Context: an optimization exercise on an open-source flow, tuned for small area. The choices shown serve that exercise and are no tape-out recipe.
Only simulation tests tie the RTL to the original design; equivalence was not proved.
Power figures rest on the tool's default switching activity, not on a simulated workload.

## flow/run.sh

```bash
#!/bin/bash
cp standard.sh standard_copy.txt
export BUFFER_PORTS_ARGS="-buffer_cell sky130_fd_sc_hd__buf_1"
export CTS_ARGS="-sink_clustering_enable -repair_clock_nets -dont_use_dummy_load -buf_list sky130_fd_sc_hd__clkbuf_8 -sink_clustering_size 16 -sink_clustering_max_diameter 60"
bash standard.sh finish > standard_flow.log 2>&1
```

## design.v

```verilog
package gauss_pkg;
  typedef logic [8-1:0] pixel_t;
  typedef logic signed [18-1:0] coeff_t;
  typedef logic signed [8+18-1:0] product_t;
  typedef logic signed [48-1:0] sum_t;
endpackage
`timescale 1ns/100ps
module gauss_filter_top
(
  input  logic   clk,
  input  logic   rst,
  input  gauss_pkg::pixel_t pa,
  input  gauss_pkg::pixel_t pb,
  input  gauss_pkg::pixel_t pc,
  input  gauss_pkg::pixel_t pd,
  input  gauss_pkg::pixel_t pe,
  output gauss_pkg::pixel_t p_out
);
  logic rst_d;                              
  logic s0;
  logic c1;
  logic s2;
  logic c3;
  logic s4;
  logic c5;
  logic s6;
  logic c7;
  logic s8;
  logic c9;
  logic s10;
  logic c11;
  logic s12;
  logic c13;
  logic s14;
  logic c15;
  logic s16;
  logic c17;
  logic s18;
  logic c19;
  logic s20;
  logic c21;
  logic s22;
  logic c23;
  logic s24;
  logic c25;
  logic s26;
  logic c27;
  logic s28;
  logic c29;
  logic s30;
  logic c31;
  logic s32;
  logic c33;
  logic s34;
  logic c35;
  logic s36;
  logic c37;
  logic s38;
  logic c39;
  logic s40;
  logic c41;
  logic s42;
  logic c43;
  logic s44;
  logic c45;
  logic s46;
  logic c47;
  logic s48;
  logic c49;
  logic s50;
  logic c51;
  logic o52;
  logic o53;
  logic s54;
  logic c55;
  logic s56;
  logic c57;
  logic s58;
  logic c59;
  logic s60;
  logic c61;
  logic s62;
  logic c63;
  logic s64;
  logic c65;
  logic s66;
  logic c67;
  logic s68;
  logic c69;
  logic s70;
  logic c71;
  logic s72;
  logic c73;
  logic s74;
  logic c75;
  logic s76;
  logic c77;
  logic s78;
  logic c79;
  logic [12:0] xv0;
  logic [12:0] xv0_d;
  logic xv0_c9;
  logic s80;
  logic c81;
  logic s82;
  logic c83;
  logic s84;
  logic c85;
  logic s86;
  logic c87;
  logic s88;
  logic c89;
  logic s90;
  logic c91;
  logic s92;
  logic c93;
  logic s94;
  logic c95;
  logic [8:0] xb;
  logic [8:0] xb_d;
  logic [7:0] xc;
  logic [7:0] xc_d;
  logic [12:0] r1;
  logic [12:0] r1_d;
  logic r1_c9;
  logic s96;
  logic c97;
  logic s98;
  logic c99;
  logic s100;
  logic c101;
  logic s102;
  logic c103;
  logic s104;
  logic c105;
  logic s106;
  logic c107;
  logic s108;
  logic c109;
  logic s110;
  logic c111;
  logic s112;
  logic c113;
  logic s114;
  logic c115;
  logic s116;
  logic c117;
  logic s118;
  logic c119;
  logic s120;
  logic c121;
  logic s122;
  logic c123;
  logic s124;
  logic c125;
  logic s126;
  logic c127;
  logic s128;
  logic c129;
  logic s130;
  logic c131;
  logic s132;
  logic c133;
  logic s134;
  logic c135;
  logic s136;
  logic c137;
  logic s138;
  logic c139;
  logic s140;
  logic c141;
  logic s142;
  logic c143;
  logic s144;
  logic c145;
  logic [14:0] r2p;
  logic [14:0] r2p_d;
  logic r2p_c11;
  logic s146;
  logic c147;
  logic s148;
  logic c149;
  logic s150;
  logic c151;
  logic s152;
  logic c153;
  logic s154;
  logic c155;
  logic s156;
  logic c157;
  logic s158;
  logic c159;
  logic s160;
  logic c161;
  logic s162;
  logic c163;
  logic s164;
  logic c165;
  logic s166;
  logic c167;
  logic s168;
  logic c169;
  logic s170;
  logic c171;
  logic s172;
  logic c173;
  logic s174;
  logic c175;
  logic s176;
  logic c177;
  logic s178;
  logic c179;
  logic [10:0] r2q;
  logic [10:0] r2q_d;
  logic s180;
  logic c181;
  logic s182;
  logic c183;
  logic s184;
  logic c185;
  logic s186;
  logic c187;
  logic s188;
  logic c189;
  logic s190;
  logic c191;
  logic s192;
  logic c193;
  logic s194;
  logic c195;
  logic s196;
  logic c197;
  logic s198;
  logic c199;
  logic s200;
  logic c201;
  logic s202;
  logic c203;
  logic s204;
  logic c205;
  logic s206;
  logic c207;
  logic s208;
  logic c209;
  logic s210;
  logic c211;
  logic s212;
  logic c213;
  logic s214;
  logic c215;
  logic s216;
  logic c217;
  logic s218;
  logic c219;
  logic s220;
  logic c221;
  logic s222;
  logic c223;
  logic s224;
  logic c225;
  logic s226;
  logic c227;
  logic s228;
  logic c229;
  logic s230;
  logic c231;
  logic s232;
  logic c233;
  logic s234;
  logic c235;
  logic s236;
  logic c237;
  logic s238;
  logic c239;
  logic s240;
  logic c241;
  logic s242;
  logic c243;
  logic s244;
  logic c245;
  logic s246;
  logic c247;
  logic o248;
  logic o249;
  logic s250;
  logic c251;
  logic o252;
  logic o253;
  logic s254;
  logic c255;
  logic s256;
  logic c257;
  logic s258;
  logic c259;
  logic s260;
  logic c261;
  logic s262;
  logic c263;
  logic s264;
  logic c265;
  logic s266;
  logic c267;
  logic s268;
  logic c269;
  logic s270;
  logic c271;
  logic s272;
  logic c273;
  logic s274;
  logic c275;
  logic s276;
  logic c277;
  logic s278;
  logic c279;
  logic o280;
  logic o281;
  logic [15:0] r3p;
  logic [15:0] r3p_d;
  logic r3p_c12;
  logic s282;
  logic c283;
  logic s284;
  logic c285;
  logic s286;
  logic c287;
  logic s288;
  logic c289;
  logic s290;
  logic c291;
  logic s292;
  logic c293;
  logic s294;
  logic c295;
  logic s296;
  logic c297;
  logic s298;
  logic c299;
  logic s300;
  logic c301;
  logic s302;
  logic c303;
  logic s304;
  logic c305;
  logic s306;
  logic c307;
  logic s308;
  logic c309;
  logic s310;
  logic c311;
  logic s312;
  logic c313;
  logic s314;
  logic c315;
  logic s316;
  logic c317;
  logic s318;
  logic c319;
  logic s320;
  logic c321;
  logic s322;
  logic c323;
  logic s324;
  logic c325;
  logic s326;
  logic c327;
  logic s328;
  logic c329;
  logic s330;
  logic c331;
  logic s332;
  logic c333;
  logic s334;
  logic c335;
  logic n336;
  logic [12:0] r3q;
  logic [12:0] r3q_d;
  logic r3q_c11;
  logic s337;
  logic c338;
  logic s339;
  logic c340;
  logic s341;
  logic c342;
  logic s343;
  logic c344;
  logic s345;
  logic c346;
  logic s347;
  logic c348;
  logic s349;
  logic c350;
  logic s351;
  logic c352;
  logic s353;
  logic c354;
  logic s355;
  logic c356;
  logic s357;
  logic c358;
  logic s359;
  logic c360;
  logic s361;
  logic c362;
  logic o363;
  logic o364;
  logic s365;
  logic c366;
  logic s367;
  logic c368;
  logic s369;
  logic c370;
  logic s371;
  logic c372;
  logic s373;
  logic c374;
  logic s375;
  logic c376;
  logic s377;
  logic c378;
  logic s379;
  logic c380;
  logic s381;
  logic c382;
  logic s383;
  logic c384;
  logic s385;
  logic c386;
  logic s387;
  logic c388;
  logic [16:0] r4p;
  logic [16:0] r4p_d;
  logic r4p_c13;
  logic o389;
  logic o390;
  logic o391;
  logic o392;
  logic s393;
  logic c394;
  logic s395;
  logic c396;
  logic s397;
  logic c398;
  logic s399;
  logic c400;
  logic s401;
  logic c402;
  logic s403;
  logic c404;
  logic s405;
  logic c406;
  logic s407;
  logic c408;
  logic s409;
  logic c410;
  logic s411;
  logic c412;
  logic s413;
  logic c414;
  logic s415;
  logic c416;
  logic s417;
  logic c418;
  logic s419;
  logic c420;
  logic s421;
  logic c422;
  logic s423;
  logic c424;
  logic s425;
  logic c426;
  logic s427;
  logic c428;
  logic s429;
  logic c430;
  logic s431;
  logic c432;
  logic s433;
  logic c434;
  logic s435;
  logic c436;
  logic [7:0] r4q;
  logic [7:0] r4q_d;
  logic r4q_c5;
  logic s437;
  logic c438;
  logic o439;
  logic o440;
  logic s441;
  logic c442;
  logic s443;
  logic c444;
  logic s445;
  logic c446;
  logic s447;
  logic c448;
  logic s449;
  logic c450;
  logic s451;
  logic c452;
  logic s453;
  logic c454;
  logic s455;
  logic c456;
  logic s457;
  logic c458;
  logic s459;
  logic c460;
  logic s461;
  logic c462;
  logic s463;
  logic c464;
  logic s465;
  logic c466;
  logic s467;
  logic c468;
  logic s469;
  logic c470;
  logic s471;
  logic c472;
  logic o473;
  logic o474;
  logic s475;
  logic c476;
  logic s477;
  logic c478;
  logic s479;
  logic c480;
  logic s481;
  logic c482;
  logic s483;
  logic c484;
  logic s485;
  logic c486;
  logic s487;
  logic c488;
  logic s489;
  logic c490;
  logic s491;
  logic c492;
  logic o493;
  logic o494;
  logic s495;
  logic c496;
  logic s497;
  logic c498;
  logic s499;
  logic c500;
  logic s501;
  logic c502;
  logic s503;
  logic c504;
  logic o505;
  logic o506;
  logic s507;
  logic c508;
  logic s509;
  logic c510;
  logic s511;
  logic c512;
  logic s513;
  logic c514;
  logic s515;
  logic c516;
  logic s517;
  logic c518;
  logic s519;
  logic c520;
  logic s521;
  logic c522;
  logic s523;
  logic c524;
  logic s525;
  logic c526;
  logic s527;
  logic c528;
  logic s529;
  logic c530;
  logic o531;
  logic o532;
  logic x533;
  logic s534;
  logic c535;
  logic x536;
  logic s537;
  logic c538;
  logic x539;
  logic s540;
  logic c541;
  logic x542;
  logic s543;
  logic c544;
  logic p545;
  logic s546;
  logic c547;
  logic s548;
  logic c549;
  logic s550;
  logic c551;
  logic s552;
  logic c553;
  logic s554;
  logic c555;
  logic s556;
  logic c557;
  logic s558;
  logic c559;
  logic s560;
  logic c561;
  logic [7:0] f1;
  logic [7:0] f1_d;
  logic f1_c0;
  logic f1_g1;
  logic f1_p2;
  logic ci562;
  logic s563;
  logic c564;
  logic s565;
  logic c566;
  logic s567;
  logic c568;
  logic s569;
  logic c570;
  logic s571;
  logic c572;
  logic s573;
  logic c574;
  logic s575;
  logic c576;
  logic s577;
  logic c578;
  logic [7:0] res;
  gauss_fa u_s0 (.a(pa[0]), .b(pe[0]), .ci(~pc[0]), .s(s0), .co(c1));
  gauss_fa u_s2 (.a(pa[1]), .b(pe[1]), .ci(~pc[1]), .s(s2), .co(c3));
  gauss_fa u_s4 (.a(pa[2]), .b(pe[2]), .ci(pb[0]), .s(s4), .co(c5));
  gauss_fa u_s6 (.a(pd[0]), .b(~pc[2]), .ci(c3), .s(s6), .co(c7));
  gauss_fa u_s8 (.a(pa[3]), .b(pe[3]), .ci(pb[1]), .s(s8), .co(c9));
  gauss_fa u_s10 (.a(pd[1]), .b(pc[0]), .ci(~pc[3]), .s(s10), .co(c11));
  gauss_fa u_s12 (.a(c5), .b(s8), .ci(s10), .s(s12), .co(c13));
  gauss_fa u_s14 (.a(pa[4]), .b(pe[4]), .ci(pb[2]), .s(s14), .co(c15));
  gauss_fa u_s16 (.a(pd[2]), .b(pc[1]), .ci(~pc[4]), .s(s16), .co(c17));
  gauss_fa u_s18 (.a(c9), .b(c11), .ci(s14), .s(s18), .co(c19));
  gauss_fa u_s20 (.a(s16), .b(s18), .ci(c13), .s(s20), .co(c21));
  gauss_fa u_s22 (.a(pa[5]), .b(pe[5]), .ci(pb[3]), .s(s22), .co(c23));
  gauss_fa u_s24 (.a(pd[3]), .b(pc[2]), .ci(~pc[5]), .s(s24), .co(c25));
  gauss_fa u_s26 (.a(c15), .b(c17), .ci(s22), .s(s26), .co(c27));
  gauss_fa u_s28 (.a(s24), .b(c19), .ci(s26), .s(s28), .co(c29));
  gauss_fa u_s30 (.a(pa[6]), .b(pe[6]), .ci(pb[4]), .s(s30), .co(c31));
  gauss_fa u_s32 (.a(pd[4]), .b(pc[3]), .ci(~pc[6]), .s(s32), .co(c33));
  gauss_fa u_s34 (.a(c23), .b(c25), .ci(s30), .s(s34), .co(c35));
  gauss_fa u_s36 (.a(s32), .b(c27), .ci(s34), .s(s36), .co(c37));
  gauss_fa u_s38 (.a(pa[7]), .b(pe[7]), .ci(pb[5]), .s(s38), .co(c39));
  gauss_fa u_s40 (.a(pd[5]), .b(pc[4]), .ci(~pc[7]), .s(s40), .co(c41));
  gauss_fa u_s42 (.a(c31), .b(c33), .ci(s38), .s(s42), .co(c43));
  gauss_fa u_s44 (.a(s40), .b(c35), .ci(s42), .s(s44), .co(c45));
  gauss_fa u_s46 (.a(pb[6]), .b(pd[6]), .ci(pc[5]), .s(s46), .co(c47));
  gauss_fa u_s48 (.a(c39), .b(c41), .ci(s46), .s(s48), .co(c49));
  gauss_fa u_s50 (.a(c43), .b(s48), .ci(c45), .s(s50), .co(c51));
  gauss_xnor u_o52 (.a(pb[7]), .b(pd[7]), .o(o52));
  gauss_or u_o53 (.a(pb[7]), .b(pd[7]), .o(o53));
  gauss_fa u_s54 (.a(pc[6]), .b(o52), .ci(c47), .s(s54), .co(c55));
  gauss_fa u_s56 (.a(c49), .b(s54), .ci(c51), .s(s56), .co(c57));
  gauss_fa u_s58 (.a(pc[7]), .b(o53), .ci(c55), .s(s58), .co(c59));
  gauss_ha u_s60 (.a(c1), .b(s2), .s(s60), .co(c61));
  gauss_fa u_s62 (.a(s4), .b(s6), .ci(c61), .s(s62), .co(c63));
  gauss_fa u_s64 (.a(c7), .b(s12), .ci(c63), .s(s64), .co(c65));
  gauss_ha u_s66 (.a(s20), .b(c65), .s(s66), .co(c67));
  gauss_fa u_s68 (.a(c21), .b(s28), .ci(c67), .s(s68), .co(c69));
  gauss_fa u_s70 (.a(c29), .b(s36), .ci(c69), .s(s70), .co(c71));
  gauss_fa u_s72 (.a(c37), .b(s44), .ci(c71), .s(s72), .co(c73));
  gauss_ha u_s74 (.a(s50), .b(c73), .s(s74), .co(c75));
  gauss_ha u_s76 (.a(c57), .b(s58), .s(s76), .co(c77));
  gauss_ha u_s78 (.a(c59), .b(c77), .s(s78), .co(c79));
  assign xv0_d[0] = s0;
  assign xv0_d[1] = s60;
  assign xv0_d[2] = s62;
  assign xv0_d[3] = s64;
  assign xv0_d[4] = s66;
  assign xv0_d[5] = s68;
  assign xv0_d[6] = s70;
  assign xv0_d[7] = s72;
  assign xv0_d[8] = s74;
  assign xv0_d[9] = s56;
  assign xv0_d[10] = s76;
  assign xv0_d[11] = s78;
  assign xv0_d[12] = c79;
  gauss_ha u_s80 (.a(pb[0]), .b(pd[0]), .s(s80), .co(c81));
  gauss_fa u_s82 (.a(pb[1]), .b(pd[1]), .ci(c81), .s(s82), .co(c83));
  gauss_fa u_s84 (.a(pb[2]), .b(pd[2]), .ci(c83), .s(s84), .co(c85));
  gauss_fa u_s86 (.a(pb[3]), .b(pd[3]), .ci(c85), .s(s86), .co(c87));
  gauss_fa u_s88 (.a(pb[4]), .b(pd[4]), .ci(c87), .s(s88), .co(c89));
  gauss_fa u_s90 (.a(pb[5]), .b(pd[5]), .ci(c89), .s(s90), .co(c91));
  gauss_fa u_s92 (.a(pb[6]), .b(pd[6]), .ci(c91), .s(s92), .co(c93));
  gauss_fa u_s94 (.a(pb[7]), .b(pd[7]), .ci(c93), .s(s94), .co(c95));
  assign xb_d[0] = s80;
  assign xb_d[1] = s82;
  assign xb_d[2] = s84;
  assign xb_d[3] = s86;
  assign xb_d[4] = s88;
  assign xb_d[5] = s90;
  assign xb_d[6] = s92;
  assign xb_d[7] = s94;
  assign xb_d[8] = c95;
  assign xc_d[0] = pc[0];
  assign xc_d[1] = pc[1];
  assign xc_d[2] = pc[2];
  assign xc_d[3] = pc[3];
  assign xc_d[4] = pc[4];
  assign xc_d[5] = pc[5];
  assign xc_d[6] = pc[6];
  assign xc_d[7] = pc[7];
  assign r1_d[0] = xv0[0];
  assign r1_d[1] = xv0[1];
  assign r1_d[2] = xv0[2];
  assign r1_d[3] = xv0[3];
  assign r1_d[4] = xv0[4];
  assign r1_d[5] = xv0[5];
  assign r1_d[6] = xv0[6];
  assign r1_d[7] = xv0[7];
  assign r1_d[8] = xv0[8];
  assign r1_d[9] = xv0[9];
  assign r1_d[10] = xv0[10];
  assign r1_d[11] = xv0[11];
  assign r1_d[12] = xv0[12];
  gauss_fa u_s96 (.a(r1[2]), .b(xv0[0]), .ci(~xc[1]), .s(s96), .co(c97));
  gauss_fa u_s98 (.a(r1[3]), .b(xv0[1]), .ci(~xc[2]), .s(s98), .co(c99));
  gauss_fa u_s100 (.a(r1[4]), .b(xv0[2]), .ci(~xc[3]), .s(s100), .co(c101));
  gauss_fa u_s102 (.a(r1[5]), .b(xv0[3]), .ci(~xc[4]), .s(s102), .co(c103));
  gauss_fa u_s104 (.a(r1[6]), .b(xv0[4]), .ci(~xc[5]), .s(s104), .co(c105));
  gauss_fa u_s106 (.a(r1[7]), .b(xv0[5]), .ci(~xc[6]), .s(s106), .co(c107));
  gauss_fa u_s108 (.a(r1[8]), .b(xv0[6]), .ci(~xc[7]), .s(s108), .co(c109));
  gauss_fa u_s110 (.a(r1[9]), .b(r1_c9), .ci(xv0[7]), .s(s110), .co(c111));
  gauss_fa u_s112 (.a(r1[10]), .b(xv0[8]), .ci(c111), .s(s112), .co(c113));
  gauss_fa u_s114 (.a(r1[11]), .b(xv0[9]), .ci(xv0_c9), .s(s114), .co(c115));
  gauss_fa u_s116 (.a(r1[12]), .b(xv0[10]), .ci(c115), .s(s116), .co(c117));
  gauss_ha u_s118 (.a(r1[1]), .b(~xc[0]), .s(s118), .co(c119));
  gauss_ha u_s120 (.a(s96), .b(c119), .s(s120), .co(c121));
  gauss_fa u_s122 (.a(c97), .b(s98), .ci(c121), .s(s122), .co(c123));
  gauss_fa u_s124 (.a(c99), .b(s100), .ci(c123), .s(s124), .co(c125));
  gauss_fa u_s126 (.a(c101), .b(s102), .ci(c125), .s(s126), .co(c127));
  gauss_fa u_s128 (.a(c103), .b(s104), .ci(c127), .s(s128), .co(c129));
  gauss_fa u_s130 (.a(c105), .b(s106), .ci(c129), .s(s130), .co(c131));
  gauss_fa u_s132 (.a(c107), .b(s108), .ci(c131), .s(s132), .co(c133));
  gauss_fa u_s134 (.a(c109), .b(s110), .ci(c133), .s(s134), .co(c135));
  gauss_ha u_s136 (.a(s112), .b(c135), .s(s136), .co(c137));
  gauss_ha u_s138 (.a(c113), .b(s114), .s(s138), .co(c139));
  gauss_ha u_s140 (.a(s116), .b(c139), .s(s140), .co(c141));
  gauss_fa u_s142 (.a(xv0[11]), .b(c117), .ci(c141), .s(s142), .co(c143));
  assign s144 = xv0[12] ^ c143;
  assign r2p_d[0] = r1[0];
  assign r2p_d[1] = s118;
  assign r2p_d[2] = s120;
  assign r2p_d[3] = s122;
  assign r2p_d[4] = s124;
  assign r2p_d[5] = s126;
  assign r2p_d[6] = s128;
  assign r2p_d[7] = s130;
  assign r2p_d[8] = s132;
  assign r2p_d[9] = s134;
  assign r2p_d[10] = s136;
  assign r2p_d[11] = s138;
  assign r2p_d[12] = s140;
  assign r2p_d[13] = s142;
  assign r2p_d[14] = s144;
  gauss_fa u_s146 (.a(xb[2]), .b(xc[0]), .ci(~xc[2]), .s(s146), .co(c147));
  gauss_fa u_s148 (.a(xb[3]), .b(xc[1]), .ci(~xc[3]), .s(s148), .co(c149));
  gauss_fa u_s150 (.a(xb[4]), .b(xc[2]), .ci(~xc[4]), .s(s150), .co(c151));
  gauss_fa u_s152 (.a(xb[5]), .b(xc[3]), .ci(~xc[5]), .s(s152), .co(c153));
  gauss_fa u_s154 (.a(xb[6]), .b(xc[4]), .ci(~xc[6]), .s(s154), .co(c155));
  gauss_fa u_s156 (.a(xb[7]), .b(xc[5]), .ci(~xc[7]), .s(s156), .co(c157));
  gauss_fa u_s158 (.a(xb[8]), .b(xc[6]), .ci(c157), .s(s158), .co(c159));
  gauss_ha u_s160 (.a(xb[0]), .b(~xc[0]), .s(s160), .co(c161));
  gauss_fa u_s162 (.a(xb[1]), .b(~xc[1]), .ci(c161), .s(s162), .co(c163));
  gauss_ha u_s164 (.a(s146), .b(c163), .s(s164), .co(c165));
  gauss_fa u_s166 (.a(c147), .b(s148), .ci(c165), .s(s166), .co(c167));
  gauss_fa u_s168 (.a(c149), .b(s150), .ci(c167), .s(s168), .co(c169));
  gauss_fa u_s170 (.a(c151), .b(s152), .ci(c169), .s(s170), .co(c171));
  gauss_fa u_s172 (.a(c153), .b(s154), .ci(c171), .s(s172), .co(c173));
  gauss_fa u_s174 (.a(c155), .b(s156), .ci(c173), .s(s174), .co(c175));
  gauss_ha u_s176 (.a(s158), .b(c175), .s(s176), .co(c177));
  gauss_fa u_s178 (.a(xc[7]), .b(c159), .ci(c177), .s(s178), .co(c179));
  assign r2q_d[0] = s160;
  assign r2q_d[1] = s162;
  assign r2q_d[2] = s164;
  assign r2q_d[3] = s166;
  assign r2q_d[4] = s168;
  assign r2q_d[5] = s170;
  assign r2q_d[6] = s172;
  assign r2q_d[7] = s174;
  assign r2q_d[8] = s176;
  assign r2q_d[9] = s178;
  assign r2q_d[10] = c179;
  gauss_fa u_s180 (.a(r2p[1]), .b(~xv0[1]), .ci(~xb[0]), .s(s180), .co(c181));
  gauss_fa u_s182 (.a(r2p[2]), .b(~xv0[2]), .ci(~xb[1]), .s(s182), .co(c183));
  gauss_fa u_s184 (.a(r2p[3]), .b(xv0[0]), .ci(~xv0[3]), .s(s184), .co(c185));
  gauss_fa u_s186 (.a(~xb[2]), .b(~xc[0]), .ci(c183), .s(s186), .co(c187));
  gauss_fa u_s188 (.a(r2p[4]), .b(xv0[1]), .ci(~xv0[4]), .s(s188), .co(c189));
  gauss_fa u_s190 (.a(~xb[3]), .b(~xc[1]), .ci(c185), .s(s190), .co(c191));
  gauss_fa u_s192 (.a(s188), .b(c187), .ci(s190), .s(s192), .co(c193));
  gauss_fa u_s194 (.a(r2p[5]), .b(xv0[2]), .ci(~xv0[5]), .s(s194), .co(c195));
  gauss_fa u_s196 (.a(~xb[4]), .b(~xc[2]), .ci(c189), .s(s196), .co(c197));
  gauss_fa u_s198 (.a(s194), .b(c191), .ci(s196), .s(s198), .co(c199));
  gauss_fa u_s200 (.a(r2p[6]), .b(xv0[3]), .ci(~xv0[6]), .s(s200), .co(c201));
  gauss_fa u_s202 (.a(~xb[5]), .b(~xc[3]), .ci(c195), .s(s202), .co(c203));
  gauss_fa u_s204 (.a(s200), .b(c197), .ci(s202), .s(s204), .co(c205));
  gauss_fa u_s206 (.a(r2p[7]), .b(xv0[4]), .ci(~xv0[7]), .s(s206), .co(c207));
  gauss_fa u_s208 (.a(~xb[6]), .b(~xc[4]), .ci(c201), .s(s208), .co(c209));
  gauss_fa u_s210 (.a(s206), .b(c203), .ci(s208), .s(s210), .co(c211));
  gauss_fa u_s212 (.a(r2p[8]), .b(xv0[5]), .ci(~xv0[8]), .s(s212), .co(c213));
  gauss_fa u_s214 (.a(~xb[7]), .b(~xc[5]), .ci(c207), .s(s214), .co(c215));
  gauss_fa u_s216 (.a(s212), .b(c209), .ci(s214), .s(s216), .co(c217));
  gauss_fa u_s218 (.a(r2p[9]), .b(xv0[6]), .ci(~xv0[9]), .s(s218), .co(c219));
  gauss_fa u_s220 (.a(~xv0_c9), .b(~xb[8]), .ci(~xc[6]), .s(s220), .co(c221));
  gauss_fa u_s222 (.a(c213), .b(s218), .ci(s220), .s(s222), .co(c223));
  gauss_fa u_s224 (.a(c215), .b(s222), .ci(c217), .s(s224), .co(c225));
  gauss_fa u_s226 (.a(r2p[10]), .b(xv0[7]), .ci(~xv0[10]), .s(s226), .co(c227));
  gauss_fa u_s228 (.a(~xc[7]), .b(c219), .ci(c221), .s(s228), .co(c229));
  gauss_fa u_s230 (.a(s226), .b(c223), .ci(s228), .s(s230), .co(c231));
  gauss_fa u_s232 (.a(r2p[11]), .b(r2p_c11), .ci(xv0[8]), .s(s232), .co(c233));
  gauss_fa u_s234 (.a(~xv0[11]), .b(c227), .ci(s232), .s(s234), .co(c235));
  gauss_fa u_s236 (.a(c229), .b(s234), .ci(c231), .s(s236), .co(c237));
  gauss_fa u_s238 (.a(r2p[12]), .b(xv0[9]), .ci(xv0_c9), .s(s238), .co(c239));
  gauss_fa u_s240 (.a(~xv0[12]), .b(c233), .ci(s238), .s(s240), .co(c241));
  gauss_fa u_s242 (.a(c235), .b(s240), .ci(c237), .s(s242), .co(c243));
  gauss_fa u_s244 (.a(r2p[13]), .b(xv0[10]), .ci(c239), .s(s244), .co(c245));
  gauss_fa u_s246 (.a(c241), .b(s244), .ci(c243), .s(s246), .co(c247));
  gauss_xnor u_o248 (.a(r2p[14]), .b(xv0[11]), .o(o248));
  gauss_or u_o249 (.a(r2p[14]), .b(xv0[11]), .o(o249));
  gauss_fa u_s250 (.a(o248), .b(c245), .ci(c247), .s(s250), .co(c251));
  gauss_xnor u_o252 (.a(xv0[12]), .b(o249), .o(o252));
  gauss_or u_o253 (.a(xv0[12]), .b(o249), .o(o253));
  gauss_ha u_s254 (.a(r2p[0]), .b(~xv0[0]), .s(s254), .co(c255));
  gauss_ha u_s256 (.a(s180), .b(c255), .s(s256), .co(c257));
  gauss_fa u_s258 (.a(c181), .b(s182), .ci(c257), .s(s258), .co(c259));
  gauss_fa u_s260 (.a(s184), .b(s186), .ci(c259), .s(s260), .co(c261));
  gauss_ha u_s262 (.a(s192), .b(c261), .s(s262), .co(c263));
  gauss_fa u_s264 (.a(c193), .b(s198), .ci(c263), .s(s264), .co(c265));
  gauss_fa u_s266 (.a(c199), .b(s204), .ci(c265), .s(s266), .co(c267));
  gauss_fa u_s268 (.a(c205), .b(s210), .ci(c267), .s(s268), .co(c269));
  gauss_fa u_s270 (.a(c211), .b(s216), .ci(c269), .s(s270), .co(c271));
  gauss_ha u_s272 (.a(s224), .b(c271), .s(s272), .co(c273));
  gauss_fa u_s274 (.a(c225), .b(s230), .ci(c273), .s(s274), .co(c275));
  gauss_ha u_s276 (.a(s236), .b(c275), .s(s276), .co(c277));
  gauss_ha u_s278 (.a(c251), .b(o252), .s(s278), .co(c279));
  assign r3p_d[0] = s254;
  assign r3p_d[1] = s256;
  assign r3p_d[2] = s258;
  assign r3p_d[3] = s260;
  assign r3p_d[4] = s262;
  assign r3p_d[5] = s264;
  assign r3p_d[6] = s266;
  assign r3p_d[7] = s268;
  assign r3p_d[8] = s270;
  assign r3p_d[9] = s272;
  assign r3p_d[10] = s274;
  assign r3p_d[11] = s276;
  assign r3p_d[12] = s242;
  assign r3p_d[13] = s246;
  assign r3p_d[14] = s250;
  assign r3p_d[15] = s278;
  gauss_fa u_s282 (.a(r2q[2]), .b(xb[0]), .ci(xc[0]), .s(s282), .co(c283));
  gauss_fa u_s284 (.a(r2q[3]), .b(xb[1]), .ci(xc[1]), .s(s284), .co(c285));
  gauss_fa u_s286 (.a(~xb[3]), .b(c283), .ci(s284), .s(s286), .co(c287));
  gauss_fa u_s288 (.a(r2q[4]), .b(xb[2]), .ci(xc[2]), .s(s288), .co(c289));
  gauss_fa u_s290 (.a(~xb[4]), .b(c285), .ci(s288), .s(s290), .co(c291));
  gauss_fa u_s292 (.a(r2q[5]), .b(xb[3]), .ci(xc[3]), .s(s292), .co(c293));
  gauss_fa u_s294 (.a(~xb[5]), .b(c289), .ci(s292), .s(s294), .co(c295));
  gauss_fa u_s296 (.a(r2q[6]), .b(xb[4]), .ci(xc[4]), .s(s296), .co(c297));
  gauss_fa u_s298 (.a(~xb[6]), .b(c293), .ci(s296), .s(s298), .co(c299));
  gauss_fa u_s300 (.a(r2q[7]), .b(xb[5]), .ci(xc[5]), .s(s300), .co(c301));
  gauss_fa u_s302 (.a(~xb[7]), .b(c297), .ci(s300), .s(s302), .co(c303));
  gauss_fa u_s304 (.a(r2q[8]), .b(xb[6]), .ci(xc[6]), .s(s304), .co(c305));
  gauss_fa u_s306 (.a(~xb[8]), .b(c301), .ci(s304), .s(s306), .co(c307));
  gauss_fa u_s308 (.a(r2q[9]), .b(xb[7]), .ci(xc[7]), .s(s308), .co(c309));
  gauss_fa u_s310 (.a(c305), .b(s308), .ci(c307), .s(s310), .co(c311));
  gauss_fa u_s312 (.a(r2q[10]), .b(xb[8]), .ci(c309), .s(s312), .co(c313));
  gauss_ha u_s314 (.a(r2q[0]), .b(~xb[0]), .s(s314), .co(c315));
  gauss_fa u_s316 (.a(r2q[1]), .b(~xb[1]), .ci(c315), .s(s316), .co(c317));
  gauss_fa u_s318 (.a(~xb[2]), .b(s282), .ci(c317), .s(s318), .co(c319));
  gauss_ha u_s320 (.a(s286), .b(c319), .s(s320), .co(c321));
  gauss_fa u_s322 (.a(c287), .b(s290), .ci(c321), .s(s322), .co(c323));
  gauss_fa u_s324 (.a(c291), .b(s294), .ci(c323), .s(s324), .co(c325));
  gauss_fa u_s326 (.a(c295), .b(s298), .ci(c325), .s(s326), .co(c327));
  gauss_fa u_s328 (.a(c299), .b(s302), .ci(c327), .s(s328), .co(c329));
  gauss_fa u_s330 (.a(c303), .b(s306), .ci(c329), .s(s330), .co(c331));
  gauss_ha u_s332 (.a(s310), .b(c331), .s(s332), .co(c333));
  gauss_fa u_s334 (.a(c311), .b(s312), .ci(c333), .s(s334), .co(c335));
  assign n336 = ~c313;
  assign r3q_d[0] = s314;
  assign r3q_d[1] = s316;
  assign r3q_d[2] = s318;
  assign r3q_d[3] = s320;
  assign r3q_d[4] = s322;
  assign r3q_d[5] = s324;
  assign r3q_d[6] = s326;
  assign r3q_d[7] = s328;
  assign r3q_d[8] = s330;
  assign r3q_d[9] = s332;
  assign r3q_d[10] = s334;
  assign r3q_d[11] = n336;
  assign r3q_d[12] = c313;
  gauss_fa u_s337 (.a(r3p[2]), .b(xv0[0]), .ci(~xc[1]), .s(s337), .co(c338));
  gauss_fa u_s339 (.a(r3p[3]), .b(xv0[1]), .ci(~xc[2]), .s(s339), .co(c340));
  gauss_fa u_s341 (.a(r3p[4]), .b(xv0[2]), .ci(~xc[3]), .s(s341), .co(c342));
  gauss_fa u_s343 (.a(r3p[5]), .b(xv0[3]), .ci(~xc[4]), .s(s343), .co(c344));
  gauss_fa u_s345 (.a(r3p[6]), .b(xv0[4]), .ci(~xc[5]), .s(s345), .co(c346));
  gauss_fa u_s347 (.a(r3p[7]), .b(xv0[5]), .ci(~xc[6]), .s(s347), .co(c348));
  gauss_fa u_s349 (.a(r3p[8]), .b(xv0[6]), .ci(~xc[7]), .s(s349), .co(c350));
  gauss_fa u_s351 (.a(r3p[9]), .b(xv0[7]), .ci(c350), .s(s351), .co(c352));
  gauss_fa u_s353 (.a(r3p[10]), .b(xv0[8]), .ci(c352), .s(s353), .co(c354));
  gauss_fa u_s355 (.a(r3p[11]), .b(xv0[9]), .ci(xv0_c9), .s(s355), .co(c356));
  gauss_fa u_s357 (.a(r3p[12]), .b(r3p_c12), .ci(xv0[10]), .s(s357), .co(c358));
  gauss_fa u_s359 (.a(r3p[13]), .b(xv0[11]), .ci(c358), .s(s359), .co(c360));
  gauss_fa u_s361 (.a(r3p[14]), .b(xv0[12]), .ci(c360), .s(s361), .co(c362));
  gauss_xnor u_o363 (.a(r3p[15]), .b(c362), .o(o363));
  gauss_or u_o364 (.a(r3p[15]), .b(c362), .o(o364));
  gauss_ha u_s365 (.a(r3p[1]), .b(~xc[0]), .s(s365), .co(c366));
  gauss_ha u_s367 (.a(s337), .b(c366), .s(s367), .co(c368));
  gauss_fa u_s369 (.a(c338), .b(s339), .ci(c368), .s(s369), .co(c370));
  gauss_fa u_s371 (.a(c340), .b(s341), .ci(c370), .s(s371), .co(c372));
  gauss_fa u_s373 (.a(c342), .b(s343), .ci(c372), .s(s373), .co(c374));
  gauss_fa u_s375 (.a(c344), .b(s345), .ci(c374), .s(s375), .co(c376));
  gauss_fa u_s377 (.a(c346), .b(s347), .ci(c376), .s(s377), .co(c378));
  gauss_fa u_s379 (.a(c348), .b(s349), .ci(c378), .s(s379), .co(c380));
  gauss_ha u_s381 (.a(s351), .b(c380), .s(s381), .co(c382));
  gauss_ha u_s383 (.a(s353), .b(c382), .s(s383), .co(c384));
  gauss_fa u_s385 (.a(c354), .b(s355), .ci(c384), .s(s385), .co(c386));
  gauss_fa u_s387 (.a(c356), .b(s357), .ci(c386), .s(s387), .co(c388));
  assign r4p_d[0] = r3p[0];
  assign r4p_d[1] = s365;
  assign r4p_d[2] = s367;
  assign r4p_d[3] = s369;
  assign r4p_d[4] = s371;
  assign r4p_d[5] = s373;
  assign r4p_d[6] = s375;
  assign r4p_d[7] = s377;
  assign r4p_d[8] = s379;
  assign r4p_d[9] = s381;
  assign r4p_d[10] = s383;
  assign r4p_d[11] = s385;
  assign r4p_d[12] = s387;
  assign r4p_d[13] = s359;
  assign r4p_d[14] = s361;
  assign r4p_d[15] = o363;
  assign r4p_d[16] = o364;
  gauss_xnor u_o389 (.a(r3q[0]), .b(xb[0]), .o(o389));
  gauss_or u_o390 (.a(r3q[0]), .b(xb[0]), .o(o390));
  gauss_xnor u_o391 (.a(r3q[1]), .b(xb[1]), .o(o391));
  gauss_or u_o392 (.a(r3q[1]), .b(xb[1]), .o(o392));
  gauss_fa u_s393 (.a(~xc[1]), .b(o391), .ci(o390), .s(s393), .co(c394));
  gauss_fa u_s395 (.a(r3q[2]), .b(o392), .ci(s146), .s(s395), .co(c396));
  gauss_fa u_s397 (.a(r3q[3]), .b(c147), .ci(s148), .s(s397), .co(c398));
  gauss_fa u_s399 (.a(r3q[4]), .b(c149), .ci(s150), .s(s399), .co(c400));
  gauss_fa u_s401 (.a(r3q[5]), .b(c151), .ci(s152), .s(s401), .co(c402));
  gauss_fa u_s403 (.a(r3q[6]), .b(c153), .ci(s154), .s(s403), .co(c404));
  gauss_fa u_s405 (.a(r3q[7]), .b(c155), .ci(s156), .s(s405), .co(c406));
  gauss_fa u_s407 (.a(r3q[8]), .b(s158), .ci(c406), .s(s407), .co(c408));
  gauss_fa u_s409 (.a(r3q[9]), .b(xc[7]), .ci(c159), .s(s409), .co(c410));
  assign c412 = ~xc[0] & o389;
  assign c414 = s393 & c412;
  gauss_maj u_s415 (.a(c394), .b(s395), .ci(c414), .o(c416));
  gauss_maj u_s417 (.a(c396), .b(s397), .ci(c416), .o(c418));
  gauss_maj u_s419 (.a(c398), .b(s399), .ci(c418), .o(c420));
  gauss_fa u_s421 (.a(c400), .b(s401), .ci(c420), .s(s421), .co(c422));
  gauss_fa u_s423 (.a(c402), .b(s403), .ci(c422), .s(s423), .co(c424));
  gauss_fa u_s425 (.a(c404), .b(s405), .ci(c424), .s(s425), .co(c426));
  gauss_ha u_s427 (.a(s407), .b(c426), .s(s427), .co(c428));
  gauss_fa u_s429 (.a(c408), .b(s409), .ci(c428), .s(s429), .co(c430));
  gauss_ha u_s431 (.a(r3q[10]), .b(c410), .s(s431), .co(c432));
  gauss_fa u_s433 (.a(r3q[11]), .b(r3q_c11), .ci(c432), .s(s433), .co(c434));
  assign s435 = r3q[12] ^ c434;
  assign r4q_d[0] = s421;
  assign r4q_d[1] = s423;
  assign r4q_d[2] = s425;
  assign r4q_d[3] = s427;
  assign r4q_d[4] = s429;
  assign r4q_d[5] = s431;
  assign r4q_d[6] = s433;
  assign r4q_d[7] = s435;
  gauss_maj u_s437 (.a(r4q[0]), .b(~r4p[0]), .ci(~xv0[0]), .o(c438));
  gauss_xnor u_o439 (.a(r4q[1]), .b(~r4p[1]), .o(o439));
  gauss_or u_o440 (.a(r4q[1]), .b(~r4p[1]), .o(o440));
  gauss_maj u_s441 (.a(~xv0[1]), .b(o439), .ci(c438), .o(c442));
  gauss_fa u_s443 (.a(r4q[2]), .b(~r4p[2]), .ci(~xv0[2]), .s(s443), .co(c444));
  gauss_maj u_s445 (.a(o440), .b(s443), .ci(c442), .o(c446));
  gauss_fa u_s447 (.a(r4q[3]), .b(~r4p[3]), .ci(~xv0[3]), .s(s447), .co(c448));
  gauss_maj u_s449 (.a(c444), .b(s447), .ci(c446), .o(c450));
  gauss_fa u_s451 (.a(r4p[0]), .b(xv0[0]), .ci(r4q[4]), .s(s451), .co(c452));
  gauss_fa u_s453 (.a(~r4p[4]), .b(~xv0[4]), .ci(s451), .s(s453), .co(c454));
  gauss_maj u_s455 (.a(c448), .b(s453), .ci(c450), .o(c456));
  gauss_fa u_s457 (.a(r4p[1]), .b(xv0[1]), .ci(r4q[5]), .s(s457), .co(c458));
  gauss_fa u_s459 (.a(r4q_c5), .b(~r4p[5]), .ci(~xv0[5]), .s(s459), .co(c460));
  gauss_fa u_s461 (.a(c452), .b(s457), .ci(s459), .s(s461), .co(c462));
  gauss_maj u_s463 (.a(c454), .b(s461), .ci(c456), .o(c464));
  gauss_fa u_s465 (.a(r4p[2]), .b(xv0[2]), .ci(r4q[6]), .s(s465), .co(c466));
  gauss_fa u_s467 (.a(~r4p[6]), .b(~xv0[6]), .ci(c458), .s(s467), .co(c468));
  gauss_fa u_s469 (.a(s465), .b(c460), .ci(s467), .s(s469), .co(c470));
  gauss_maj u_s471 (.a(c462), .b(s469), .ci(c464), .o(c472));
  gauss_xnor u_o473 (.a(r4p[3]), .b(xv0[3]), .o(o473));
  gauss_or u_o474 (.a(r4p[3]), .b(xv0[3]), .o(o474));
  gauss_fa u_s475 (.a(r4q[7]), .b(~r4p[7]), .ci(~xv0[7]), .s(s475), .co(c476));
  gauss_fa u_s477 (.a(o473), .b(c466), .ci(s475), .s(s477), .co(c478));
  gauss_fa u_s479 (.a(c468), .b(s477), .ci(c470), .s(s479), .co(c480));
  gauss_fa u_s481 (.a(r4p[4]), .b(xv0[4]), .ci(~r4p[8]), .s(s481), .co(c482));
  gauss_fa u_s483 (.a(~xv0[8]), .b(o474), .ci(c476), .s(s483), .co(c484));
  gauss_fa u_s485 (.a(s481), .b(c478), .ci(s483), .s(s485), .co(c486));
  gauss_fa u_s487 (.a(r4p[5]), .b(xv0[5]), .ci(~r4p[9]), .s(s487), .co(c488));
  gauss_fa u_s489 (.a(~xv0[9]), .b(~xv0_c9), .ci(c482), .s(s489), .co(c490));
  gauss_fa u_s491 (.a(s487), .b(c484), .ci(s489), .s(s491), .co(c492));
  gauss_xnor u_o493 (.a(r4p[6]), .b(xv0[6]), .o(o493));
  gauss_or u_o494 (.a(r4p[6]), .b(xv0[6]), .o(o494));
  gauss_fa u_s495 (.a(~r4p[10]), .b(~xv0[10]), .ci(o493), .s(s495), .co(c496));
  gauss_fa u_s497 (.a(c488), .b(s495), .ci(c490), .s(s497), .co(c498));
  gauss_fa u_s499 (.a(r4p[7]), .b(xv0[7]), .ci(~r4p[11]), .s(s499), .co(c500));
  gauss_fa u_s501 (.a(~xv0[11]), .b(o494), .ci(s499), .s(s501), .co(c502));
  gauss_fa u_s503 (.a(c496), .b(s501), .ci(c498), .s(s503), .co(c504));
  gauss_xnor u_o505 (.a(r4p[8]), .b(xv0[8]), .o(o505));
  gauss_or u_o506 (.a(r4p[8]), .b(xv0[8]), .o(o506));
  gauss_fa u_s507 (.a(~r4p[12]), .b(~xv0[12]), .ci(o505), .s(s507), .co(c508));
  gauss_fa u_s509 (.a(c500), .b(s507), .ci(c502), .s(s509), .co(c510));
  gauss_fa u_s511 (.a(r4p[9]), .b(xv0[9]), .ci(xv0_c9), .s(s511), .co(c512));
  gauss_fa u_s513 (.a(~r4p[13]), .b(~r4p_c13), .ci(o506), .s(s513), .co(c514));
  gauss_fa u_s515 (.a(s511), .b(c508), .ci(s513), .s(s515), .co(c516));
  gauss_fa u_s517 (.a(r4p[10]), .b(xv0[10]), .ci(~r4p[14]), .s(s517), .co(c518));
  gauss_fa u_s519 (.a(c512), .b(s517), .ci(c514), .s(s519), .co(c520));
  gauss_fa u_s521 (.a(r4p[11]), .b(xv0[11]), .ci(~r4p[15]), .s(s521), .co(c522));
  gauss_fa u_s523 (.a(c518), .b(s521), .ci(c520), .s(s523), .co(c524));
  gauss_fa u_s525 (.a(r4p[12]), .b(xv0[12]), .ci(~r4p[16]), .s(s525), .co(c526));
  gauss_fa u_s527 (.a(c522), .b(s525), .ci(c524), .s(s527), .co(c528));
  gauss_fa u_s529 (.a(r4p[13]), .b(r4p_c13), .ci(c526), .s(s529), .co(c530));
  gauss_xnor u_o531 (.a(r4p[14]), .b(c530), .o(o531));
  gauss_or u_o532 (.a(r4p[14]), .b(c530), .o(o532));
  assign x533 = c472 ^ s479;
  assign c535 = c472 & s479;
  assign x536 = c480 ^ s485;
  gauss_maj u_s537 (.a(c480), .b(s485), .ci(c535), .o(c538));
  assign x539 = c486 ^ s491;
  gauss_maj u_s540 (.a(c486), .b(s491), .ci(c538), .o(c541));
  assign x542 = c492 ^ s497;
  gauss_maj u_s543 (.a(c492), .b(s497), .ci(c541), .o(c544));
  assign p545 = s503;
  gauss_ha u_s546 (.a(c504), .b(s509), .s(s546), .co(c547));
  gauss_fa u_s548 (.a(c510), .b(s515), .ci(c547), .s(s548), .co(c549));
  gauss_fa u_s550 (.a(c516), .b(s519), .ci(c549), .s(s550), .co(c551));
  gauss_ha u_s552 (.a(s523), .b(c551), .s(s552), .co(c553));
  gauss_ha u_s554 (.a(s527), .b(c553), .s(s554), .co(c555));
  gauss_fa u_s556 (.a(c528), .b(s529), .ci(c555), .s(s556), .co(c557));
  gauss_ha u_s558 (.a(o531), .b(c557), .s(s558), .co(c559));
  gauss_fa u_s560 (.a(r4p[15]), .b(o532), .ci(c559), .s(s560), .co(c561));
  assign f1_d[0] = s546;
  assign f1_d[1] = s548;
  assign f1_d[2] = s550;
  assign f1_d[3] = s552;
  assign f1_d[4] = s554;
  assign f1_d[5] = s556;
  assign f1_d[6] = s558;
  assign f1_d[7] = s560;
  assign ci562 = (f1_g1 | (f1_p2 & f1_c0));
  gauss_ha u_s563 (.a(f1[0]), .b(ci562), .s(s563), .co(c564));
  gauss_ha u_s565 (.a(f1[1]), .b(c564), .s(s565), .co(c566));
  gauss_ha u_s567 (.a(f1[2]), .b(c566), .s(s567), .co(c568));
  gauss_ha u_s569 (.a(f1[3]), .b(c568), .s(s569), .co(c570));
  gauss_ha u_s571 (.a(f1[4]), .b(c570), .s(s571), .co(c572));
  gauss_ha u_s573 (.a(f1[5]), .b(c572), .s(s573), .co(c574));
  gauss_ha u_s575 (.a(f1[6]), .b(c574), .s(s575), .co(c576));
  assign s577 = f1[7] ^ c576;
  assign res[0] = s563;
  assign res[1] = s565;
  assign res[2] = s567;
  assign res[3] = s569;
  assign res[4] = s571;
  assign res[5] = s573;
  assign res[6] = s575;
  assign res[7] = s577;
  always_ff @(posedge clk) begin
    if (rst) begin
      xv0 <= 13'd767;
      xv0_c9 <= 1'd0;
      xb <= 9'd0;
      xc <= 8'd0;
      r3p <= 16'd5095;
      r3p_c12 <= 1'd0;
    end else begin
      xv0 <= xv0_d;
      xv0_c9 <= c75;
      xb <= xb_d;
      xc <= xc_d;
      r3p <= r3p_d;
      r3p_c12 <= c277;
    end
  end
  always_ff @(posedge clk) begin
    if (rst | rst_d) begin
      r2p <= 15'd4345;
      r2p_c11 <= 1'd0;
      r3q <= 13'd2814;
      r3q_c11 <= 1'd0;
    end else begin
      r2p <= r2p_d;
      r2p_c11 <= c137;
      r3q <= r3q_d;
      r3q_c11 <= c335;
    end
  end
  always_ff @(posedge clk) begin
    r1 <= r1_d;
    r1_c9 <= xv0_c9;
    r2q <= r2q_d;
    r4p <= r4p_d;
    r4p_c13 <= c388;
    r4q <= r4q_d;
    r4q_c5 <= c430;
    f1 <= f1_d;
    f1_c0 <= c544;
    f1_g1 <= 1'b0;
    f1_p2 <= p545;
  end
  always_ff @(posedge clk) begin
    rst_d <= rst;
  end
  localparam int ODLY = 20;
  logic [7:0] dly [ODLY+1];
  always_ff @(posedge clk) begin
    dly[0] <= res;
    for (int i = 1; i <= ODLY; i++) begin
      dly[i] <= dly[i-1];
    end
  end
  logic [4:0] since_rst;
  always_ff @(posedge clk) begin
    if (rst) begin
      since_rst <= '0;
    end else if (since_rst != 5'd23) begin
      since_rst <= since_rst + 5'd1;
    end
  end
  assign p_out = (since_rst == 5'd23) ? dly[ODLY] : '0;
endmodule
module gauss_fa (input logic a, b, ci, output logic s, co);
  assign s  = a ^ b ^ ci;
  assign co = (a & b) | (a & ci) | (b & ci);
endmodule
module gauss_ha (input logic a, b, output logic s, co);
  assign s  = a ^ b;
  assign co = a & b;
endmodule
module gauss_maj (input logic a, b, ci, output logic o);
  assign o = (a & b) | (a & ci) | (b & ci);
endmodule
module gauss_xnor (input logic a, b, output logic o);
  assign o = ~(a ^ b);
endmodule
module gauss_or (input logic a, b, output logic o);
  assign o = a | b;
endmodule
```

## standard.sh

```bash
#!/bin/bash
# synth_recipe.tcl (not shown) runs the flow's synth.tcl, then flattens the netlist and writes it again
# the make line also repeats each setting of config.mk as NAME=value (left out here)
make -C /OpenROAD-flow-scripts/flow DESIGN_CONFIG=/design/flow/config.mk WORK_HOME=/design/flow/orfs CLKGATE_MAP_FILE= SYNTH_SCRIPT=/design/flow/synth_recipe.tcl "${@:-finish}"
```

## config.mk

```make
export PLATFORM = sky130hd
export DESIGN_NAME = gauss_filter_top
export DESIGN_NICKNAME = gauss_filter_top
export VERILOG_FILES = /design/flow/design.v
export SDC_FILE = /design/flow/constraint.sdc
export NUM_CORES = 4
export LEC_CHECK = 0
export CAP_MARGIN = 20
export CORE_MARGIN = 2
export CORE_UTILIZATION = 70
export CTS_BUF_LIST = sky130_fd_sc_hd__clkbuf_8
export CTS_CLUSTER_DIAMETER = 60
export CTS_CLUSTER_SIZE = 16
export GPL_TIMING_DRIVEN = 0
export PLACE_DENSITY = 0.8
export SLEW_MARGIN = 20
export SYNTH_HIERARCHICAL = 1
```

## constraint.sdc

```tcl
create_clock -name core_clock -period 5.0 [get_ports {clk}]
set_input_delay 1.0000 -clock core_clock [delete_from_list [all_inputs] [get_ports {clk}]]
set_output_delay 1.0000 -clock core_clock [all_outputs]
set_load 0.01 [all_outputs]
```

==> impl_results.md, run 1 <==
- Finish-stage setup viols: 0
- Worst-skew pair later-pin latency: 0.55 ns
- Req. time, crit path: 5.39 ns
- Effective utilization at floorplan: 71.57%
- Fin. Hold Viols: 0
- Max FO, Critical Path: 6
- Sw Pwr: 3.313 mW
- CP max-delay cell: dfxtp_2
- WP data arrival: 5.21 ns
- Wire per inst: 17.29 um
- Hold_sp: dly[8][3]$_DFF_P_
- Placed Instances: 1052
- TritonCTS Buffers: 23
- CTS tree: yes
- Sequential area share after synthesis: 50.95%
- DIE WIDTH: 136.8 um
- Top cell by count, worst path: fa_1
- Via count: 5421
- Syn nets: 1076
- Fraction of layout instances using a drive strength above 1: 8.441%
- # diodes: 0
- Gate power share: 45.3%
- Power, Total: 9.785 mW
- Syn_area_per_cell: 15.86 um2
- Layout net count: 1153
- 1st-pass router iterations: 4
- First-pass GRT wire length: 32820 um
- Grt ovf: 0
- Core ar.: 17240 um2
- Clock period minus worst slack: 4.828 ns
- Sequential share of power: 43.3%
- Row cnt: 48
- Total clock sinks: 314
- Final GP Congestion: 0.8232
- P_int: 6.472 mW
- Period utilization: 96.57%
- Yosys reg bits: 314
- Sw Ratio: 33.86%
- Yosys warning count: 8
- Initial antenna violation count: 0
- Setup TNS: 0 ns
- Distinct cell type count after synthesis: 25
- Worst Setup Start Kind: register
- Crit path launch: xv0[2]$_SDFF_PP1_
- Area delta synth->final: 6.734%
- Post-route insts no fill: 1078
- PD cells: 743.1 nW/um2
- Reg2reg start: xv0[2]$_SDFF_PP1_
- Buf/Inv on CP: 1
- Syn Inst Count: 778
- Via-per-instance ratio: 5.029
- Clock skew: 0.05071 ns
- CTS max path bufs: 3
- Final ANT Viol Nets: 0
- Vias in the first global route: 6655
- Min-delay worst type: register to register
- Tot GR Track Use: 23.39%
- Worst vdd ir: 821.6 uV
- Port bufs: 49
- Max-cap violations: 0
- Boundary Pins: 50
- CTS Hold Bufs: 0
- Worst slew pin tran: 0.7270 ns
- DRC Markers: 0
- CTS root buffer: clkbuf_8
- Setup crit end kind: register
- Iter 0 DRT Violations: 186
- Pin count of the biggest net entering global routing: 17
- H-tree Lvls: 1
- Synthesized area: 12340 um2
- Worst-path clk slew: 0.11 ns
- Fin. max-slew vios: 0
- Final WL: 18640 um
- Critical Path Max Stage Delay: 0.48 ns
- Achievable Freq: 207.1 MHz
- CP Class: register to register
- Outcome: finished clean
- Setup WS pre-CTS: -0.09106 ns
- Clock Power Share: 11.4%
- WHS: 0.3081 ns
- Unrepaired setup endpoints after global routing: no
- Die Ht: 136.8 um
- Crit path cell chain: inv_1 -> fa_1 -> fa_1 -> fa_1 -> ha_1 -> fa_1 -> fa_1 -> fa_1 -> fa_1 -> ha_1 -> fa_1 -> ha_1 -> nor2b_1
- Leak Pwr: 5.363 nW
- Headroom to the max-slew limit: 51.53%
- Die area: 18700 um2
- Final worst slack: 0.1716 ns
- HPWL Detailed: 15110 um
- CP delay by family, top: adder cells
[per-layer routing]
| metal | up-vias | wire length [um] | track usage (%) |
|---|---|---|---|
| li1 | 2502 | - | - |
| met1 | 2804 | 7784 | 30.44 |
| met2 | 84 | 9772 | 41.36 |
| met3 | 31 | 683 | 4.074 |
| met4 | 0 | 400 | 5.556 |
| met5 | - | 0 | 0 |
[metrics by stage]
step           util (%)  area, um2
2_1_floorplan         -      12340
3_5_place_dp      74.27      12800
6_report          76.39      13170
4_1_cts           76.21      13140
3_3_place_gp      74.27      12800
5_1_grt           76.39      13170
[modules after synthesis, one instance, submodules excluded]
module / flops+latches / times used / cell area, um2 / cells
gauss_ha: 0 / 40 / 12.51 / 1
gauss_or: 0 / 10 / 6.256 / 1
gauss_maj: 0 / 13 / 11.26 / 1
gauss_filter_top: 314 / 1 / 7227 / 489
gauss_fa: 0 / 215 / 20.02 / 1
gauss_xnor: 0 / 11 / 8.758 / 1
[kinds of logic after synthesis]
kind of cell / count (synthesis) / synth area share (%)
compound gates: 2 / 0.1116
xor+xnor: 17 / 1.268
fa+ha+maj: 269 / 40.23
buf+inv: 68 / 2.150
flops: 314 / 50.95
mux: 1 / 0.08114
simple gates: 107 / 5.203
[path summary, 6_finish.rpt]
check	end	slack (ns)	depth (start not counted)
setup / recovery	r3p[11]$_SDFF_PP0_	0.17	13
hold reg to reg	dly[9][3]$_DFF_P_	0.31	0
setup reg to reg	r3p[11]$_SDFF_PP0_	0.17	13
hold / removal	dly[9][3]$_DFF_P_	0.31	0
[area by class of cell]
cell class / instances / area [um2]
flip-flops and latches: 314 / 6306
repair buffers: 52 / 206.4
multi-input cells: 396 / 5788
well taps: 225 / 281.5
fillers: 1056 / 4069
clock buffers: 23 / 316.6
inverters: 58 / 221.5
plain buffers: 10 / 47.55
[power groups by stage]
| stage | clock network [mW] | registers (mW) | logic [mW] |
|---|---|---|---|
| floorplan | 0 | 4.12 | 3.49 |
| global placement | 0 | 4.27 | 4.32 |
| detailed placement | 0 | 4.33 | 4.50 |
| CTS | 1.16 | 4.28 | 4.57 |
| global route | 1.25 | 4.38 | 5.37 |
| finish | 1.12 | 4.24 | 4.43 |
[repair_timing]
action                                 4_1_cts  5_1_grt
endpoints found under the hold margin        0        0
gates resized for setup                      6        8
setup endpoints to repair                    4        3
setup buffers                                1        2
[registers in the layout (all words and copies together) (netlist names), 5 cells and up]
register and cells:
r3q 13, xc 8, r4p 17, f1 8
r1 13, xb 9, r4q 8, r2q 11
r3p 16, dly 168, r2p 15, since_rst 5
xv0 13
[cell usage in the layout, fill, tap and decap left out]
cell,count
clkbuf_8,23
or2_2,18
or3_1,15
dfxtp_4,4
nor2_1,12
nand3_1,2
xor2_1,4
nand2b_1,1
maj3_2,13
and4b_4,1
dfxtp_1,306
clkbuf_1,7
or2_1,10
and3_1,1
buf_4,3
inv_1,57
nor2b_1,22
mux2i_1,1
buf_6,1
dfxtp_2,4
fa_2,1
ha_1,41
xnor2_1,12
o21bai_1,1
xor2_2,1
a31oi_1,1
nor3_1,2
and2_1,23
clkinvlp_4,1
buf_1,49
buf_2,2
fa_1,214
[cell usage after synthesis, drive strengths merged]
master	count	area (um2)
nand3	2	10.01
xnor2	12	105.1
and2	23	143.9
clkbuf	7	26.28
a31oi	1	6.260
and3	1	6.260
ha	41	513.0
dfxtp	314	6286
o21bai	1	7.510
fa	215	4304
xor2	5	51.30
nor2b	22	137.6
nor2	12	45.04
or2	28	175.2
nor3	2	10.01
inv	58	217.7
or3	15	93.84
mux2i	1	10.01
buf	3	21.27
and4b	1	13.76
maj3	13	146.4
nand2b	1	6.260
==> inputs of run 2 (changes only) <==
--- a/config.mk
+++ b/config.mk
@@ -7,11 +7,11 @@
 export LEC_CHECK = 0
 export CAP_MARGIN = 20
 export CORE_MARGIN = 2
-export CORE_UTILIZATION = 70
+export CORE_UTILIZATION = 75
 export CTS_BUF_LIST = sky130_fd_sc_hd__clkbuf_8
 export CTS_CLUSTER_DIAMETER = 60
 export CTS_CLUSTER_SIZE = 16
 export GPL_TIMING_DRIVEN = 0
-export PLACE_DENSITY = 0.8
+export PLACE_DENSITY = 0.9
 export SLEW_MARGIN = 20
 export SYNTH_HIERARCHICAL = 1
==> impl_results.md, run 2 <==
- Outcome: finished clean
- Sequential area share after synthesis: 50.95%
- Leak Pwr: 5.359 nW
- Worst-path clk slew: 0.11 ns
- Vias in the first global route: 6857
- 1st-pass router iterations: 4
- Biggest register: dly
- Max-cap violations: 0
- Async S/R FF share, synth: 0%
- Post-Synth Adder-Cell Area: 40.23%
- Final GP Congestion: 0.8556
- Crit path launch: xc[1]$_SDFF_PP0_
- Worst Setup Start Kind: register
- Hold depth: 0
- Post-synth top cells: dfxtp_1, fa_1, inv_1, ha_1, and2_1
- Total clock sinks: 314
- Top cell by count, worst path: fa_1
- Max FO, Critical Path: 3
- Worst slew pin tran: 0.8077 ns
- Share of the synthesized area in the top cell type: 50.95%
- Layout net count: 1153
- Number of flip-flops in the largest register: 168
- Post-synthesis mux area share: 0.08114%
- FILL cells: 825
- Tot GR Track Use: 27.23%
- WP data arrival: 5.30 ns
- CTS tree: yes
- CTS max path bufs: 3
- Achievable Freq: 205.0 MHz
- TritonCTS Buffers: 23
- DRC Markers: 0
- Crit path cell chain: clkinvlp_4 -> fa_1 -> ha_1 -> fa_1 -> fa_2 -> fa_2 -> fa_1 -> fa_1 -> fa_1 -> ha_1 -> ha_1 -> fa_1 -> fa_1
- Core ar.: 16000 um2
- Synth Area in Simple Gates: 5.203%
- Pin count of the biggest net entering global routing: 17
- Worst-skew pair later-pin latency: 0.54 ns
- Boundary Pins: 50
- Req. time, crit path: 5.42 ns
- Period utilization: 97.54%
- Finish-stage setup viols: 0
- Reg2reg start: xc[1]$_SDFF_PP0_
- Unrepaired setup endpoints after global routing: no
- Via count: 5733
- Worst vdd ir: 642.3 uV
- Fin. max-slew vios: 0
- Critical Path Max Stage Delay: 0.45 ns
- Final WL: 21620 um
- CP Class: register to register
- CTS root buffer: clkbuf_8
- Port bufs: 49
- PD cells: 786.9 nW/um2
- RR Endpoint: r4p[12]$_DFF_P_
- Most frequent cell after synthesis: dfxtp_1
- Via-per-instance ratio: 5.363
- Worst reg2reg path depth: 13
- Die area: 17490 um2
- Buf/Inv on CP: 1
- HPWL Detailed: 16290 um
- Die Ht: 132.3 um
- Wire per inst: 20.22 um
- Placed Instances: 1043
- Fraction of layout instances using a drive strength above 1: 8.910%
- Distinct cell type count after synthesis: 25
- Clock skew: 0.02749 ns
- Setup TNS: 0 ns
- Grt ovf: 0
- Syn Inst Count: 778
- Syn_area_per_cell: 15.86 um2
- Setup crit end kind: register
- Hold_sp: dly[9][0]$_DFF_P_
- Worst Hold End: dly[10][0]$_DFF_P_
- Yosys warning count: 8
- Synthesized area: 12340 um2
- Fin. Hold Viols: 0
- Area delta synth->final: 6.724%
- Yosys reg bits: 314
- Iter 0 DRT Violations: 184
- Min-delay worst type: register to register
- Effective utilization at floorplan: 77.10%
- # diodes: 0
- CTS Hold Bufs: 0
- Headroom to the max-slew limit: 46.15%
- CP delay by family, top: adder cells
- Most common cell after layout, fill and taps aside: dfxtp_1
- Most frequent cells in the layout: dfxtp_1, fa_1, inv_1
- Synthesized-area fraction occupied by xor and xnor cells: 1.268%
- Post-route insts no fill: 1069
- Syn nets: 1076
- CP max-delay cell: fa_1
- Initial antenna violation count: 0
- Top cells by area, synth: dfxtp_1, fa_1, ha_1
- Largest area contributor in the netlist: dfxtp_1
- Top_reg_cell synth: dfxtp_1
- Number of synthesized flops with an enable pin: 0
- H-tree Lvls: 1
- Compound-cell area share of the yosys netlist: 0.1116%
- Clock period minus worst slack: 4.877 ns
- DIE WIDTH: 132.3 um
- Largest family of logic cells by synthesized area: adder cells
- Final ANT Viol Nets: 0
- Largest registers: dly (168), r4p (17), r3p (16)
- Setup slack, reg-to-reg: 0.12 ns
- First-pass GRT wire length: 35870 um
- Row cnt: 46
[run 2: cell counts after synthesis]
No cell type changed its count.
[run 2: repair_timing]
action / in CTS / in global routing
setup endpoints to repair: 5 / 4
resized for setup: 9 / 10
setup buffers: 1 / 2
cloned: 0 / 0
[run 2: worst reg2reg max path: cells and delay by family, from the launching register on]
kind                       cells  cell delay (ns)
adders and majority gates     12             4.23
DFF                            1             0.40
buffers and inverters          1             0.13
[run 2: worst max-delay path by stage]
stage | end | slack, ns | cells after the start
6_report | r4p[12]$_DFF_P_ | 0.12 | 13
5_1_grt | r4p[12]$_DFF_P_ | 0.03 | 13
2_1_floorplan | r4p[12]$_DFF_P_ | 0.28 | 13
3_5_place_dp | r3p[11]$_SDFF_PP0_ | -0.15 | 14
4_1_cts | r4p[12]$_DFF_P_ | 0.02 | 13
3_3_place_gp | r3p[11]$_SDFF_PP0_ | -0.03 | 14
[run 2: layer usage]
layer / GRT usage, % / up-vias / wire length, um
li1: - / 2504 / -
met1: 33.45 / 3011 / 8375
met2: 48.52 / 150 / 11570
met3: 5.152 / 68 / 899
met4: 10.04 / 0 / 777
met5: 0 / - / 0
[run 2: stage by stage]
step	hold WS (ns)	area, um2	worst slack [ns]	power, mW	utilization, %
after floorplan	0.3096	12340	0.2777	7.613	-
after global placement	0.3101	12790	-0.02972	8.542	79.94
after detailed placement	0.3121	12790	-0.1512	9.102	79.94
after CTS	0.3237	13130	0.01758	10.41	82.07
after global routing	0.3209	13170	0.02675	11.38	82.29
final	0.3192	13170	0.1231	10.36	82.29
[run 2: power by group]
part	leakage, nW	switching (mW)	internal (mW)
clock	0.165	0.719	0.414
combinational	2.56	2.42	2.53
sequential	2.64	0.548	3.73
[run 2: cell families (layout without fill, tap and decap cells)]
| group | Yosys count | in the layout |
|---|---|---|
| xor+xnor | 17 | 17 |
| buf+inv | 68 | 143 |
| flops | 314 | 314 |
| mux | 1 | 1 |
| fa+ha+maj | 269 | 269 |
| simple gates | 107 | 107 |
| compound gates | 2 | 2 |
[run 2: cell type report]
class / instances / area [um2] / area share (%)
repair buffers: 52 / 206.4 / 1.568
well taps: 216 / 270.3 / 2.053
plain buffers: 10 / 47.55 / 0.3611
inverters: 58 / 221.5 / 1.682
flip-flops and latches: 314 / 6309 / 47.91
multi-input cells: 396 / 5796 / 44.02
clock buffers: 23 / 316.6 / 2.404
[run 2: Yosys stat by module (local to each module, per instance)]
module	cells	flip-flops and latches	area [um2]	times used
gauss_or	1	0	6.256	10
gauss_xnor	1	0	8.758	11
gauss_ha	1	0	12.51	40
gauss_maj	1	0	11.26	13
gauss_fa	1	0	20.02	215
gauss_filter_top	489	314	7227	1

[afterwards: timing with drivers on the ports]
The flow's constraints put no driver on any port. The routed layouts listed below were extracted and timed again, unchanged, in two steps. Step 1: set_driving_cell puts a clkbuf_16 on clk and a buf_2 on each other input, an assumption about the parent block. Step 2 adds t to the input delays and takes it off the output delays; t is the mean of the earliest and latest rising clock arrival at the registers after step 1. Input paths then give back, and output paths get back, about the clock's delay inside the block. Three values: ideal ports, drivers, drivers and shift; two values: the first two.
| run | t (ns) | slack for setup (ns) | hold WS [ns] | worst register clock-pin slew, ns | worst data-port slew with drivers (ns) |
|---|---|---|---|---|---|
| run 1 | 0.566 | 0.172 / 0.172 / 0.103 | 0.308 / 0.308 / 0.308 | 0.11 / 0.11 | 0.04 |
| run 2 | 0.562 | 0.123 / 0.123 / 0.068 | 0.319 / 0.319 / 0.319 | 0.11 / 0.11 | 0.04 |
After both steps setup and hold are still met in every run listed. For run 1, which loses most, drivers alone change the setup slack by 0.000 ns; drivers and shift together by -0.069 ns.
